This is an optimization exercise on Yosys and OpenROAD, whose aim is small area, a short achievable clock period and few clock cycles per item, not a production implementation.
Power is estimated from default activity; no workload was simulated.

Design mvm_layer, start of the top module:
module mvm_layer (
   input  logic  clk,
   input  logic  reset,
   input  logic  s_valid,
   output logic  s_ready,
   input  logic signed [16-1:0] data_in,
   output logic  m_valid,
   input  logic  m_ready,
   output logic signed [16-1:0] data_out
);
Size in the first run: ~2,700 cells after synthesis, about 38 I/O pins.
==> module mvm_control, before the edit <==
module mvm_control (
   input  logic                   clk,
   input  logic                   reset,
   input  logic                   s_valid,
   input  logic                   m_ready,
   output logic                   s_ready,
   output logic                   x_wr,
   output logic                   x_load,
   output logic [4-1:0] row,         
   output logic                   out_valid,
   output logic                   take_buf,    
   output logic                   take_new,    
   output logic                   buf_wr,      
   output logic [1:0]             wp,
   output logic [1:0]             rp
);
   logic [3-1:0]  in_cnt;      
   logic                   act;         
   logic                   issue;       
   logic                   iv;          
   logic [2:0]             v_pipe;      
   logic                   res_v;       
   logic [4:0]             cnt;         
   logic [3:0]             bcnt;        
   logic                   free;        
   logic                   deliver;
   assign x_wr    = s_valid && s_ready;
   assign x_load  = x_wr && (in_cnt == 3'(8 - 1));
   assign issue   = (act || x_load) && (!cnt[4] || deliver);
   logic [4:0]             cnt_inc, cnt_dec;
   logic [3:0]             bcnt_inc, bcnt_dec;
   assign cnt_inc  = {cnt[3:0], 1'b1};
   assign cnt_dec  = {1'b0, cnt[4:1]};
   assign bcnt_inc = {bcnt[2:0], 1'b1};
   assign bcnt_dec = {1'b0, bcnt[3:1]};
   assign res_v   = v_pipe[2];
   assign deliver = out_valid && m_ready;
   logic                   act_n;
   logic [3-1:0]  in_cnt_n;
   assign in_cnt_n = x_wr ? in_cnt + 1'b1 : in_cnt;    
   assign act_n    = x_load || (act && !(issue && row == 4'(16 - 1)));
   always_ff @(posedge clk) begin
      if (reset) begin
         in_cnt  <= '0;
         act     <= 1'b0;
         row     <= '0;
         iv      <= 1'b0;
         v_pipe  <= '0;
         cnt     <= '0;
         s_ready <= 1'b1;    
      end else begin
         in_cnt <= in_cnt_n;
         act    <= act_n;
         if (issue) begin
            row <= row + 1'b1;    
         end
         iv     <= issue;
            v_pipe <= {v_pipe[1:0], iv};
         if (issue && !deliver) begin
            cnt <= cnt_inc;
         end else if (deliver && !issue) begin
            cnt <= cnt_dec;
         end
         s_ready <= (in_cnt_n != 3'(8 - 1)) || !act_n;
      end
   end
   assign free     = !out_valid || m_ready;
   assign take_buf = free && bcnt[0];
   assign take_new = free && !bcnt[0] && res_v;
   assign buf_wr   = res_v && !take_new;
   always_ff @(posedge clk) begin
      if (reset) begin
         out_valid <= 1'b0;
         bcnt      <= '0;
         wp        <= '0;
         rp        <= '0;
      end else begin
         if (free) begin
            out_valid <= bcnt[0] || res_v;
         end
         if (buf_wr && !take_buf) begin
            bcnt <= bcnt_inc;
         end else if (take_buf && !buf_wr) begin
            bcnt <= bcnt_dec;
         end
         if (buf_wr) begin
            wp <= (wp == 2'd3) ? '0 : wp + 1'b1;
         end
         if (take_buf) begin
            rp <= (rp == 2'd3) ? '0 : rp + 1'b1;
         end
      end
   end
endmodule
clock: 7.0 ns
lec_check: 0
cap_margin: 20
core_margin: 2
core_utilization: 40
cts_cluster_diameter: 80
cts_cluster_size: 25
place_density: 0.6
setup_slack_margin: 4.5
slew_margin: 20
standard.sh (not shown) runs the stock make flow with config.mk's settings and CLKGATE_MAP_FILE= SYNTH_SCRIPT=/design/flow/synth_recipe.tcl, a recipe that flattens the netlist after the stock synthesis.
==> flow/flow/run.sh <==
#!/bin/bash
# Layout flow: the standard synthesis, then a polarity pass on the full
# adders of the synthesized netlist (flow/polfix.py: a full adder is
# self-dual, so complementing its inputs complements its outputs; choosing
# each adder's polarity removes most inverters between adders), checked
# against the synthesized netlist on random vectors (flow/neteq.py), then the
# standard flow from floorplan to the final layout.
set -euo pipefail
R=orfs/results/${FLOW_PLATFORM}/mvm_layer/base

bash standard.sh synth > synth.log 2>&1

cp $R/1_2_yosys.v $R/1_2_yosys_std.v
python3 flow/polfix.py $R/1_2_yosys_std.v $R/1_2_yosys_pol.v > polfix.log 2>&1
python3 flow/neteq.py $R/1_2_yosys_std.v $R/1_2_yosys_pol.v 40 > neteq.log 2>&1
cp $R/1_2_yosys_pol.v $R/1_2_yosys.v
rm -f $R/1_synth.odb $R/1_synth.sdc

bash standard.sh > layout.log 2>&1
Other scripts of this flow, unchanged in this note and not shown: flow/flow/neteq.py, flow/flow/polfix.py
Next try:
--- a/flow/design.v
+++ b/flow/design.v
@@ -3008,17 +3008,16 @@
    logic [2:0]             v_pipe;      
    logic                   res_v;       
-   logic [4:0]             cnt;         
-   logic [3:0]             bcnt;        
+   logic [2:0]             cnt;         
+   logic [2:0]             bcnt;        
    logic                   free;        
    logic                   deliver;
    assign x_wr    = s_valid && s_ready;
    assign x_load  = x_wr && (in_cnt == 3'(8 - 1));
-   assign issue   = (act || x_load) && (!cnt[4] || deliver);
-   logic [4:0]             cnt_inc, cnt_dec;
-   logic [3:0]             bcnt_inc, bcnt_dec;
-   assign cnt_inc  = {cnt[3:0], 1'b1};
-   assign cnt_dec  = {1'b0, cnt[4:1]};
-   assign bcnt_inc = {bcnt[2:0], 1'b1};
-   assign bcnt_dec = {1'b0, bcnt[3:1]};
+   assign issue   = (act || x_load) && ((cnt != 3'd5) || deliver);
+   logic [2:0]             cnt_inc, cnt_dec, bcnt_inc, bcnt_dec;
+   assign cnt_inc  = cnt + 1'b1;
+   assign cnt_dec  = cnt - 1'b1;
+   assign bcnt_inc = bcnt + 1'b1;
+   assign bcnt_dec = bcnt - 1'b1;
    assign res_v   = v_pipe[2];
    assign deliver = out_valid && m_ready;
@@ -3053,6 +3052,6 @@
    end
    assign free     = !out_valid || m_ready;
-   assign take_buf = free && bcnt[0];
-   assign take_new = free && !bcnt[0] && res_v;
+   assign take_buf = free && (bcnt != '0);
+   assign take_new = free && (bcnt == '0) && res_v;
    assign buf_wr   = res_v && !take_new;
    always_ff @(posedge clk) begin
@@ -3064,5 +3063,5 @@
       end else begin
          if (free) begin
-            out_valid <= bcnt[0] || res_v;
+            out_valid <= (bcnt != '0) || res_v;
          end
          if (buf_wr && !take_buf) begin
Outcome: Worst setup slack is better by 0.037 ns. Combinational power is lower by roughly a tenth. Power drops slightly. Hold slack hardly moves. Maximum frequency increases slightly. Sequential share of layout area came out higher by 0.30 points.
Function was not checked in any run of this note: the RTL went through the layout flow alone.

## port drivers added, routing unchanged
Ports are ideal in the flow. The routed layouts listed here were re-timed in OpenROAD.
Step 1 (the two cells are an assumption about what drives the block):
set clk [get_ports {clk}]
set_driving_cell -lib_cell sky130_fd_sc_hd__clkbuf_16 $clk
set_driving_cell -lib_cell sky130_fd_sc_hd__buf_2 [delete_from_list [all_inputs] $clk]
Step 2 also shifts input and output timing later by t, the mid clock arrival at the registers, as if the neighbouring blocks saw the same clock.
Three values: ideal, step 1, step 2; two values: the first two.
run | t (ns) | slack for setup (ns) | hold slack, ns | clock arrival spread, ns | cell pins on the clock port's net
the first run | 0.661 | 4.404 / 4.341 / 4.010 | 0.334 / 0.334 / 0.334 | 0.039 / 0.040 | 1
the second run | 0.667 | 4.441 / 4.369 / 3.819 | 0.333 / 0.333 / 0.333 | 0.033 / 0.033 | 1
After both steps every run listed still meets setup and hold. The setup slack of the second run, which loses most, moves by -0.072 ns with the drivers and by -0.622 ns with both steps.
